This design comes from an exercise in tuning for small area, a short achievable clock period and few clock cycles on the open sky130 flow, not from production work. Power is estimated from default activity; no workload was simulated.

// base58_encoder_unit
module base58_encoder_unit #(
    parameter int MAX_BYTES   = b58enc_pkg::MAX_BYTES_DEF,
    parameter int DIGIT_SLOTS = b58enc_pkg::DIGIT_SLOTS_DEF,
    parameter int STEP_BITS   = 4
) (
    input  logic                          i_clk,
    input  logic                          i_rst_n,
    input  logic                          i_in_valid,
    output logic                          o_in_ready,
    input  logic [b58enc_pkg::BYTE_W-1:0] i_in_data_byte,
    input  logic                          i_in_last_byte,
    output logic                          o_out_valid,
    input  logic                          i_out_ready,
    output logic [b58enc_pkg::CHAR_W-1:0] o_out_char,
    output logic                          o_out_last_char,
    output logic                          o_out_overflow
);
Size in the first run: ~400 flip-flops, about 34,000 µm² of cells after synthesis.
clock: 12.0 ns
lec_check: 0
abc_area: 1
cap_margin: 20
core_margin: 2
core_utilization: 40
slew_margin: 20
standard.sh (not shown) runs the stock make flow with config.mk's settings and CLKGATE_MAP_FILE= SYNTH_SCRIPT=/design/flow/synth_recipe.tcl, a recipe that flattens the netlist after the stock synthesis.
==> flow/flow/run.sh <==
#!/bin/bash
# standard layout, except that synthesis maps the logic with the ABC script in
# flow/abc_area.script (more restructuring before an area-oriented mapping);
# everything else, including the synthesis passes before ABC, is ORFS's own
set -euo pipefail
WORK=$(pwd)
rm -rf "$WORK/scripts_abc"
cp -r "$FLOW_HOME/scripts" "$WORK/scripts_abc"
cp "$WORK/flow/abc_area.script" "$WORK/scripts_abc/abc_area.script"
bash standard.sh SCRIPTS_DIR="$WORK/scripts_abc" synth > "$WORK/synth.log" 2>&1
bash standard.sh > "$WORK/layout.log" 2>&1
==> flow/flow/abc_area.script <==
strash
dc2
balance
rewrite
refactor
balance
rewrite
rewrite -z
balance
refactor -z
rewrite -z
balance
dch -f
map -a -B 0.9
topo
stime -c
buffer -c
upsize -c
dnsize -c
Then changed:
--- a/flow/design.v
+++ b/flow/design.v
@@ -19,24 +19,18 @@
         logic [DIGIT_W-1:0] k;
         logic [7:0]         c;
         k = (d >= DIGIT_W'(RADIX)) ? d - DIGIT_W'(RADIX) : d;
         c = ALPHABET[(RADIX - 1 - k) * 8 +: 8];
         b58_char = c[CHAR_W-1:0];
     endfunction
     function automatic logic dbl_carry(input logic [DIGIT_W-1:0] d);
         dbl_carry = d[5] | (d[4] & d[3] & d[2] & (d[1] | d[0]));
     endfunction
-    function automatic logic dbl_carry2(input logic [DIGIT_W-1:0] d, input logic c);
-        logic [DIGIT_W-2:0] x;
-        x = d[DIGIT_W-2:0];
-        if (d[DIGIT_W-1]) dbl_carry2 = (x >= 5'd12) || ((x == 5'd11) && c);
-        else              dbl_carry2 = ((x >= 5'd15) && (x <= 5'd28)) || ((x == 5'd14) && c);
-    endfunction
     function automatic logic [DIGIT_W-1:0] dbl_digit(input logic [DIGIT_W-1:0] d, input logic g,
                                                      input logic c);
         logic t;
         t = d[1] | d[0];
         dbl_digit = {d[4] ^ (g & d[3] & d[2] & t),
                      d[3] ^ (g & d[2] & t),
                      d[2] ^ (g & t),
                      d[1] ^ (g & !d[0]),
                      d[0] ^ g,
@@ -96,35 +90,32 @@
     logic [PW-1:0]     r_opos, n_opos;           
     logic              r_qv, n_qv;
     logic [BW-1:0]     r_qzp, n_qzp;
     logic              r_qovf, n_qovf;
     logic              r_qnum, n_qnum;
     logic [PW-1:0]     r_qpos, n_qpos;
     logic              r_v0, n_v0, r_v1, n_v1;
     logic [FW-1:0]     r_f0, n_f0, r_f1, n_f1;
     logic              sel_st, sel_sh, sel_hd;
-    logic              r_stall, n_stall, nzb2, sure_sh;
+    logic              r_stall, n_stall, nzb2;
     logic              r_rst;                    
     logic              step, last_st, consume, hand, shift, push, pop, fin;
     logic [FW-1:0]     pdata;
     logic [DW-1:0]     top;
     assign o_in_ready      = !r_nxt_v;
     assign o_out_valid     = r_v0;
     assign o_out_char      = r_f0[FW-1 -: CW];
     assign o_out_last_char = r_f0[1];
     assign o_out_overflow  = r_f0[0];
     always_comb begin
         for (int i = 0; i < ND; i++) stp[0][i] = r_dig[i];
         for (int k = 0; k < STEP_BITS; k++) begin
-            for (int i = 0; i < ND; i++)
-                gc[k][i] = (k == 0) ? b58enc_pkg::dbl_carry(stp[k][i])
-                         : b58enc_pkg::dbl_carry2(stp[k-1][i],
-                               (i == 0) ? r_sh[BYW-k] : gc[k-1][i-1]);
+            for (int i = 0; i < ND; i++) gc[k][i] = b58enc_pkg::dbl_carry(stp[k][i]);
             for (int i = 0; i < ND; i++) begin
                 stp[k+1][i] = b58enc_pkg::dbl_digit(stp[k][i], gc[k][i],
                     (i == 0) ? r_sh[BYW-1-k] : gc[k][i-1]);
             end
         end
     end
     always_comb begin
         for (int i = 0; i < ND; i++) nz[i] = (r_dig[i] != '0);
         nzb2 = 1'b0;
@@ -174,20 +165,19 @@
             end
             O_FLUSH: begin
                 shift = 1'b1;
                 if (r_opos == PW'(1)) fin = 1'b1;
             end
             default: begin
                 fin = 1'b1;
             end
         endcase
-        sure_sh = ((r_os == O_DIG) && !r_v1) || (r_os == O_FLUSH);
-        step    = (r_nb != '0) && ((sure_sh && !r_msk[0]) || !r_stall);
+        step    = (r_nb != '0) && ((shift && !r_msk[0]) || !r_stall);
         last_st = (r_nb == '0) || ((r_nb == NW'(1)) && step);
         hand    = r_done && last_st && !r_qv;
         consume = r_nxt_v && (!r_done || hand) && last_st;
         n_nxt      = r_nxt;
         n_nxt_v    = r_nxt_v;
         n_nxt_last = r_nxt_last;
         n_sh       = r_sh;
         n_nb       = r_nb;
         n_zp       = hand ? '0   : r_zp;
Effect:
- The new run went through all stages and came out clean
- cell count falls by 12%
- fmax decreases by 9.9%
- setup slack degrades by 450 ps
- total power fell by 8.5%
- clock skew shrinks by 14 ps
- design area drops by 8.9%
- die area falls by 9.4%
- synthesized area falls by 9.5%
- combinational power shrinks by 14%
- routed wire length shrinks by 20%
- global-route usage goes down by 2.3 points
No functional check of the RTL was part of any run of this note.


== trial 30 ==
The RTL this note starts from:
==> flow/design.v <==
package b58enc_pkg;
    localparam int MAX_BYTES_DEF   = 32;
    localparam int DIGIT_SLOTS_DEF = 45;
    localparam int OUT_LIMIT       = 45;
    localparam int RADIX   = 58;
    localparam int BYTE_W  = 8;
    localparam int DIGIT_W = 6;
    localparam int CHAR_W  = 7;
    localparam int CARRY_W = 9;
    localparam int SUM_W   = 14;
    localparam int LEFT_W  = $clog2(OUT_LIMIT + 1);
    localparam int RECIP_SHIFT = 20;
    localparam int RECIP_MUL   = (1 << RECIP_SHIFT) / RADIX;
    localparam int RECIP_W     = 15;
    localparam logic [RADIX*8-1:0] ALPHABET =
        "123456789ABCDEFGHJKLMNPQRSTUVWXYZabcdefghijkmnopqrstuvwxyz";
    localparam logic [CHAR_W-1:0] ONE_CHAR = 7'h31;
    function automatic logic [CHAR_W-1:0] b58_char(input logic [DIGIT_W-1:0] d);
        logic [DIGIT_W-1:0] k;
        logic [7:0]         c;
        k = (d >= DIGIT_W'(RADIX)) ? d - DIGIT_W'(RADIX) : d;
        c = ALPHABET[(RADIX - 1 - k) * 8 +: 8];
        b58_char = c[CHAR_W-1:0];
    endfunction
    function automatic logic dbl_carry(input logic [DIGIT_W-1:0] d);
        dbl_carry = d[5] | (d[4] & d[3] & d[2] & (d[1] | d[0]));
    endfunction
    function automatic logic [DIGIT_W-1:0] dbl_digit(input logic [DIGIT_W-1:0] d, input logic g,
                                                     input logic c);
        logic t;
        t = d[1] | d[0];
        dbl_digit = {d[4] ^ (g & d[3] & d[2] & t),
                     d[3] ^ (g & d[2] & t),
                     d[2] ^ (g & t),
                     d[1] ^ (g & !d[0]),
                     d[0] ^ g,
                     c};
    endfunction
endpackage
module base58_encoder_unit #(
    parameter int MAX_BYTES   = b58enc_pkg::MAX_BYTES_DEF,
    parameter int DIGIT_SLOTS = b58enc_pkg::DIGIT_SLOTS_DEF,
    parameter int STEP_BITS   = 4
) (
    input  logic                          i_clk,
    input  logic                          i_rst_n,
    input  logic                          i_in_valid,
    output logic                          o_in_ready,
    input  logic [b58enc_pkg::BYTE_W-1:0] i_in_data_byte,
    input  logic                          i_in_last_byte,
    output logic                          o_out_valid,
    input  logic                          i_out_ready,
    output logic [b58enc_pkg::CHAR_W-1:0] o_out_char,
    output logic                          o_out_last_char,
    output logic                          o_out_overflow
);
    localparam int ND  = 44;                     
    localparam int DW  = b58enc_pkg::DIGIT_W;
    localparam int CW  = b58enc_pkg::CHAR_W;
    localparam int BYW = b58enc_pkg::BYTE_W;
    localparam int BW  = $clog2(MAX_BYTES + 1);
    localparam int NCH = BYW / STEP_BITS;
    localparam int NW  = $clog2(NCH + 1);
    localparam int FW  = CW + 2;                 
    localparam int PW  = $clog2(ND + 1);
    typedef enum logic [1:0] {
        O_IDLE, O_ONES, O_DIG, O_FLUSH
    } t_ostate;
    logic [DW-1:0]     r_dig [ND];
    logic [DW-1:0]     n_dig [ND];
    logic [DW-1:0]     stp   [STEP_BITS+1][ND];
    logic              gc    [STEP_BITS][ND];
    logic [ND-1:0]     r_msk, n_msk;             
    logic [ND-1:0]     nz;
    logic [BYW-1:0]    r_nxt, n_nxt;
    logic              r_nxt_v, n_nxt_v;
    logic              r_nxt_last, n_nxt_last;
    logic [BYW-1:0]    r_sh, n_sh;
    logic [NW-1:0]     r_nb, n_nb;
    logic [BW-1:0]     r_zp, n_zp;
    logic [BW-1:0]     r_bytes, n_bytes;
    logic              r_inzp, n_inzp;
    logic              r_ovf, n_ovf;
    logic              r_done, n_done;
    t_ostate           r_os, n_os;
    logic [BW-1:0]     r_ozp, n_ozp;
    logic              r_oovf, n_oovf;
    logic              r_onum, n_onum;
    logic              r_ofound, n_ofound;
    logic [PW-1:0]     r_opos, n_opos;           
    logic              r_qv, n_qv;
    logic [BW-1:0]     r_qzp, n_qzp;
    logic              r_qovf, n_qovf;
    logic              r_qnum, n_qnum;
    logic [PW-1:0]     r_qpos, n_qpos;
    logic              r_v0, n_v0, r_v1, n_v1;
    logic [FW-1:0]     r_f0, n_f0, r_f1, n_f1;
    logic              sel_st, sel_sh, sel_hd;
    logic              stall, step, last_st, consume, hand, shift, push, pop, fin;
    logic [FW-1:0]     pdata;
    logic [DW-1:0]     top;
    assign o_in_ready      = !r_nxt_v;
    assign o_out_valid     = r_v0;
    assign o_out_char      = r_f0[FW-1 -: CW];
    assign o_out_last_char = r_f0[1];
    assign o_out_overflow  = r_f0[0];
    always_comb begin
        for (int i = 0; i < ND; i++) stp[0][i] = r_dig[i];
        for (int k = 0; k < STEP_BITS; k++) begin
            for (int i = 0; i < ND; i++) gc[k][i] = b58enc_pkg::dbl_carry(stp[k][i]);
            for (int i = 0; i < ND; i++) begin
                stp[k+1][i] = b58enc_pkg::dbl_digit(stp[k][i], gc[k][i],
                    (i == 0) ? r_sh[BYW-1-k] : gc[k][i-1]);
            end
        end
    end
    always_comb begin
        for (int i = 0; i < ND; i++) nz[i] = (r_dig[i] != '0);
        stall = r_msk[1];
        for (int i = 0; i + 2 < ND; i++) stall = stall | (nz[i] & !r_msk[i+1] & r_msk[i+2]);
        step    = (r_nb != '0) && !stall;
        last_st = (r_nb == '0) || ((r_nb == NW'(1)) && step);
        hand    = r_done && last_st && !r_qv;
        consume = r_nxt_v && (!r_done || hand) && last_st;
        top     = r_dig[ND-1];
        n_nxt      = r_nxt;
        n_nxt_v    = r_nxt_v;
        n_nxt_last = r_nxt_last;
        n_sh       = r_sh;
        n_nb       = r_nb;
        n_zp       = hand ? '0   : r_zp;
        n_bytes    = hand ? '0   : r_bytes;
        n_inzp     = hand ? 1'b1 : r_inzp;
        n_ovf      = hand ? 1'b0 : r_ovf;
        n_done     = hand ? 1'b0 : r_done;
        n_os       = r_os;
        n_ozp      = r_ozp;
        n_oovf     = r_oovf;
        n_onum     = r_onum;
        n_ofound   = r_ofound;
        n_opos     = r_opos;
        n_qv       = r_qv;
        n_qzp      = r_qzp;
        n_qovf     = r_qovf;
        n_qnum     = r_qnum;
        n_qpos     = r_qpos;
        n_msk      = r_msk;
        if (i_in_valid && !r_nxt_v) begin
            n_nxt      = i_in_data_byte;
            n_nxt_last = i_in_last_byte;
            n_nxt_v    = 1'b1;
        end
        if (step) begin
            n_nb = r_nb - NW'(1);
            n_sh = r_sh << STEP_BITS;
        end
        if (consume) begin
            n_nxt_v = 1'b0;
            if (n_bytes >= BW'(MAX_BYTES)) begin
                n_ovf = 1'b1;
            end else begin
                n_bytes = n_bytes + BW'(1);
                if (n_inzp && (r_nxt == '0)) begin
                    n_zp = n_zp + BW'(1);
                end else begin
                    n_inzp = 1'b0;
                    n_sh   = r_nxt;
                    n_nb   = NW'(NCH);
                end
            end
            if (r_nxt_last) n_done = 1'b1;
        end
        shift = 1'b0;
        push  = 1'b0;
        fin   = 1'b0;
        pdata = {b58enc_pkg::ONE_CHAR, 1'b0, r_oovf};
        unique case (r_os)
            O_IDLE: begin
            end
            O_ONES: begin
                if (r_onum && !r_ofound && (top == '0)) shift = 1'b1;
                if (!r_v1) begin
                    push     = 1'b1;
                    pdata[1] = !r_onum && (r_ozp == BW'(1));
                    n_ozp    = r_ozp - BW'(1);
                    if (r_ozp == BW'(1)) begin
                        if (r_onum) n_os = O_DIG;
                        else        fin  = 1'b1;
                    end
                end
            end
            O_DIG: begin
                if (!r_ofound && (top == '0)) begin
                    shift = 1'b1;
                end else if (!r_v1) begin
                    shift    = 1'b1;
                    push     = 1'b1;
                    pdata    = {b58enc_pkg::b58_char(top), r_opos == PW'(1), r_oovf};
                    n_ofound = 1'b1;
                    if (r_opos == PW'(1)) fin = 1'b1;
                end
            end
            O_FLUSH: begin
                shift = 1'b1;
                if (r_opos == PW'(1)) fin = 1'b1;
            end
            default: begin
                fin = 1'b1;
            end
        endcase
        if (shift) begin
            n_msk  = r_msk << 1;
            n_opos = r_opos - PW'(1);
        end
        if (fin) n_os = O_IDLE;
        if ((r_os == O_IDLE) || fin) begin
            if (r_qv) begin
                n_qv     = 1'b0;
                n_ozp    = r_qzp;
                n_oovf   = r_qovf;
                n_onum   = r_qnum;
                n_ofound = 1'b0;
                n_opos   = r_qpos;
                if (r_qzp != '0) n_os = O_ONES;
                else             n_os = O_DIG;
            end else if (hand) begin
                n_ozp    = r_zp;
                n_oovf   = r_ovf;
                n_onum   = !r_inzp;
                n_ofound = 1'b0;
                n_opos   = r_inzp ? PW'(0) : PW'(ND);
                if (r_zp != '0) n_os = O_ONES;
                else            n_os = O_DIG;
            end
        end else if (hand) begin
            n_qv   = 1'b1;
            n_qzp  = r_zp;
            n_qovf = r_ovf;
            n_qnum = !r_inzp;
            n_qpos = r_inzp ? PW'(0) : PW'(ND) - n_opos;
        end
        if (hand && !r_inzp) n_msk = '1;
        for (int i = 0; i < ND; i++) begin
            sel_st = !r_msk[i] && step;
            sel_sh = r_msk[i] && shift;
            sel_hd = !(sel_st || sel_sh);
            n_dig[i] = ({DW{sel_st}} & stp[STEP_BITS][i])
                     | ({DW{sel_sh}} & ((i == 0) ? DW'(0) : r_dig[i-1]))
                     | ({DW{sel_hd}} & r_dig[i]);
        end
        pop  = r_v0 && i_out_ready;
        n_v0 = r_v0;
        n_v1 = r_v1;
        n_f0 = r_f0;
        n_f1 = r_f1;
        if (pop) begin
            n_f0 = r_f1;
            n_v0 = r_v1;
            n_v1 = 1'b0;
        end
        if (push) begin
            if (!n_v0) begin
                n_f0 = pdata;
                n_v0 = 1'b1;
            end else begin
                n_f1 = pdata;
                n_v1 = 1'b1;
            end
        end
    end
    always_ff @(posedge i_clk) begin
        for (int i = 0; i < ND; i++) r_dig[i] <= n_dig[i];
        if (!i_rst_n) begin
            r_msk    <= '1;
            r_nxt_v  <= 1'b0;
            r_nb     <= '0;
            r_zp     <= '0;
            r_bytes  <= '0;
            r_inzp   <= 1'b1;
            r_ovf    <= 1'b0;
            r_done   <= 1'b0;
            r_os     <= O_FLUSH;
            r_opos   <= PW'(ND);
            r_qv     <= 1'b0;
            r_v0     <= 1'b0;
            r_v1     <= 1'b0;
        end else begin
            r_msk    <= n_msk;
            r_nxt_v  <= n_nxt_v;
            r_nb     <= n_nb;
            r_zp     <= n_zp;
            r_bytes  <= n_bytes;
            r_inzp   <= n_inzp;
            r_ovf    <= n_ovf;
            r_done   <= n_done;
            r_os     <= n_os;
            r_opos   <= n_opos;
            r_qv     <= n_qv;
            r_v0     <= n_v0;
            r_v1     <= n_v1;
        end
        r_nxt      <= n_nxt;
        r_nxt_last <= n_nxt_last;
        r_sh       <= n_sh;
        r_ozp      <= n_ozp;
        r_oovf     <= n_oovf;
        r_onum     <= n_onum;
        r_ofound   <= n_ofound;
        r_qzp      <= n_qzp;
        r_qovf     <= n_qovf;
        r_qnum     <= n_qnum;
        r_qpos     <= n_qpos;
        r_f0       <= n_f0;
        r_f1       <= n_f1;
    end
endmodule
==> flow/config.mk <==
export PLATFORM = sky130hd
export DESIGN_NAME = base58_encoder_unit
export DESIGN_NICKNAME = base58_encoder_unit
export VERILOG_FILES = /design/flow/design.v
export SDC_FILE = /design/flow/constraint.sdc
export NUM_CORES = 4
export LEC_CHECK = 0
export ABC_AREA = 1
export CAP_MARGIN = 20
export CORE_MARGIN = 2
export CORE_UTILIZATION = 40
export CTS_BUF_LIST = sky130_fd_sc_hd__clkbuf_4
export SLEW_MARGIN = 20
==> flow/constraint.sdc <==
create_clock -name core_clock -period 12.0 [get_ports {i_clk}]
set_input_delay 2.4000 -clock core_clock [delete_from_list [all_inputs] [get_ports {i_clk}]]
set_output_delay 2.4000 -clock core_clock [all_outputs]
set_load 0.01 [all_outputs]
run.sh (not shown) runs the stock make flow with config.mk's settings and CLKGATE_MAP_FILE= SYNTH_SCRIPT=/design/flow/synth_recipe.tcl, a recipe that flattens the netlist after the stock synthesis.
Stock flow here: none of the scripts above is used.
What trial 22 does differently from trial 30 at the input level:
--- a/flow/design.v
+++ b/flow/design.v
@@ -95,9 +95,10 @@
     logic [PW-1:0]     r_qpos, n_qpos;
     logic              r_v0, n_v0, r_v1, n_v1;
     logic [FW-1:0]     r_f0, n_f0, r_f1, n_f1;
     logic              sel_st, sel_sh, sel_hd;
-    logic              stall, step, last_st, consume, hand, shift, push, pop, fin;
+    logic              r_stall, n_stall, nzb2;
+    logic              step, last_st, consume, hand, shift, push, pop, fin;
     logic [FW-1:0]     pdata;
     logic [DW-1:0]     top;
     assign o_in_ready      = !r_nxt_v;
     assign o_out_valid     = r_v0;
@@ -115,11 +116,11 @@
         end
     end
     always_comb begin
         for (int i = 0; i < ND; i++) nz[i] = (r_dig[i] != '0);
-        stall = r_msk[1];
-        for (int i = 0; i + 2 < ND; i++) stall = stall | (nz[i] & !r_msk[i+1] & r_msk[i+2]);
-        step    = (r_nb != '0) && !stall;
+        nzb2 = 1'b0;
+        for (int i = 0; i + 2 < ND; i++) nzb2 = nzb2 | (nz[i] & !r_msk[i+1] & r_msk[i+2]);
+        step    = (r_nb != '0) && !r_stall;
         last_st = (r_nb == '0) || ((r_nb == NW'(1)) && step);
         hand    = r_done && last_st && !r_qv;
         consume = r_nxt_v && (!r_done || hand) && last_st;
         top     = r_dig[ND-1];
@@ -239,8 +240,9 @@
             n_qnum = !r_inzp;
             n_qpos = r_inzp ? PW'(0) : PW'(ND) - n_opos;
         end
         if (hand && !r_inzp) n_msk = '1;
+        n_stall = n_msk[1] || (n_msk[ND-1] && !shift && (step || nzb2));
         for (int i = 0; i < ND; i++) begin
             sel_st = !r_msk[i] && step;
             sel_sh = r_msk[i] && shift;
             sel_hd = !(sel_st || sel_sh);
@@ -271,8 +273,9 @@
     always_ff @(posedge i_clk) begin
         for (int i = 0; i < ND; i++) r_dig[i] <= n_dig[i];
         if (!i_rst_n) begin
             r_msk    <= '1;
+            r_stall  <= 1'b1;
             r_nxt_v  <= 1'b0;
             r_nb     <= '0;
             r_zp     <= '0;
             r_bytes  <= '0;
@@ -285,8 +288,9 @@
             r_v0     <= 1'b0;
             r_v1     <= 1'b0;
         end else begin
             r_msk    <= n_msk;
+            r_stall  <= n_stall;
             r_nxt_v  <= n_nxt_v;
             r_nb     <= n_nb;
             r_zp     <= n_zp;
             r_bytes  <= n_bytes;
Results
Setup slack on the worst flop-to-flop path: trial 22 higher than trial 30. In the metrics for trial 30 and trial 22, the one carrying the higher switching component of the power is trial 22. The routed wire length of trial 22 exceeds that of trial 30 by 1.2 mm. Worst hold margin up 0.024 ns in trial 22 wrt trial 30. Summary of trial 22 over trial 30: tap cell instance count did not really move, post-route cell area went up, routed length on met2 went down, final net count went down, total of fill cells in the finished design went down.
No functional check of the RTL was part of any run of this note.

## what the ideal ports hide
In the flow no input, the clock included, has a driving cell. The finished layouts below were timed again as built, in two steps. Step 1 assumes that a clkbuf_16 drives the clock port and a buf_2 every other input. Step 2 moves the port delays by t, midway between the first and last clock arrival at a register: inputs arrive t later, outputs are due t later. That takes back most of the time a late clock gives input paths. Three values: ideal ports, drivers, drivers and shift; two values: the first two.
| run | t (ns) | setup WS [ns] | hold slack, ns | latest minus earliest clock arrival (ns) |
|---|---|---|---|---|
| the first run of note 1 | 0.662 | 7.852 / 7.852 / 7.852 | 0.433 / 0.433 / 0.433 | 0.041 / 0.040 |
| the second run of note 1 | 0.639 | 7.398 / 7.398 / 7.398 | 0.459 / 0.459 / 0.459 | 0.025 / 0.026 |
| trial 30 | 0.968 | 7.740 / 7.677 / 7.292 | 0.440 / 0.440 / 0.440 | 0.071 / 0.071 |
| trial 22 | 0.946 | 7.662 / 7.602 / 7.401 | 0.464 / 0.464 / 0.464 | 0.102 / 0.102 |
After both steps every run listed still meets setup and hold. For trial 30, which loses most, drivers alone change the setup slack by -0.063 ns; drivers and shift together by -0.448 ns.
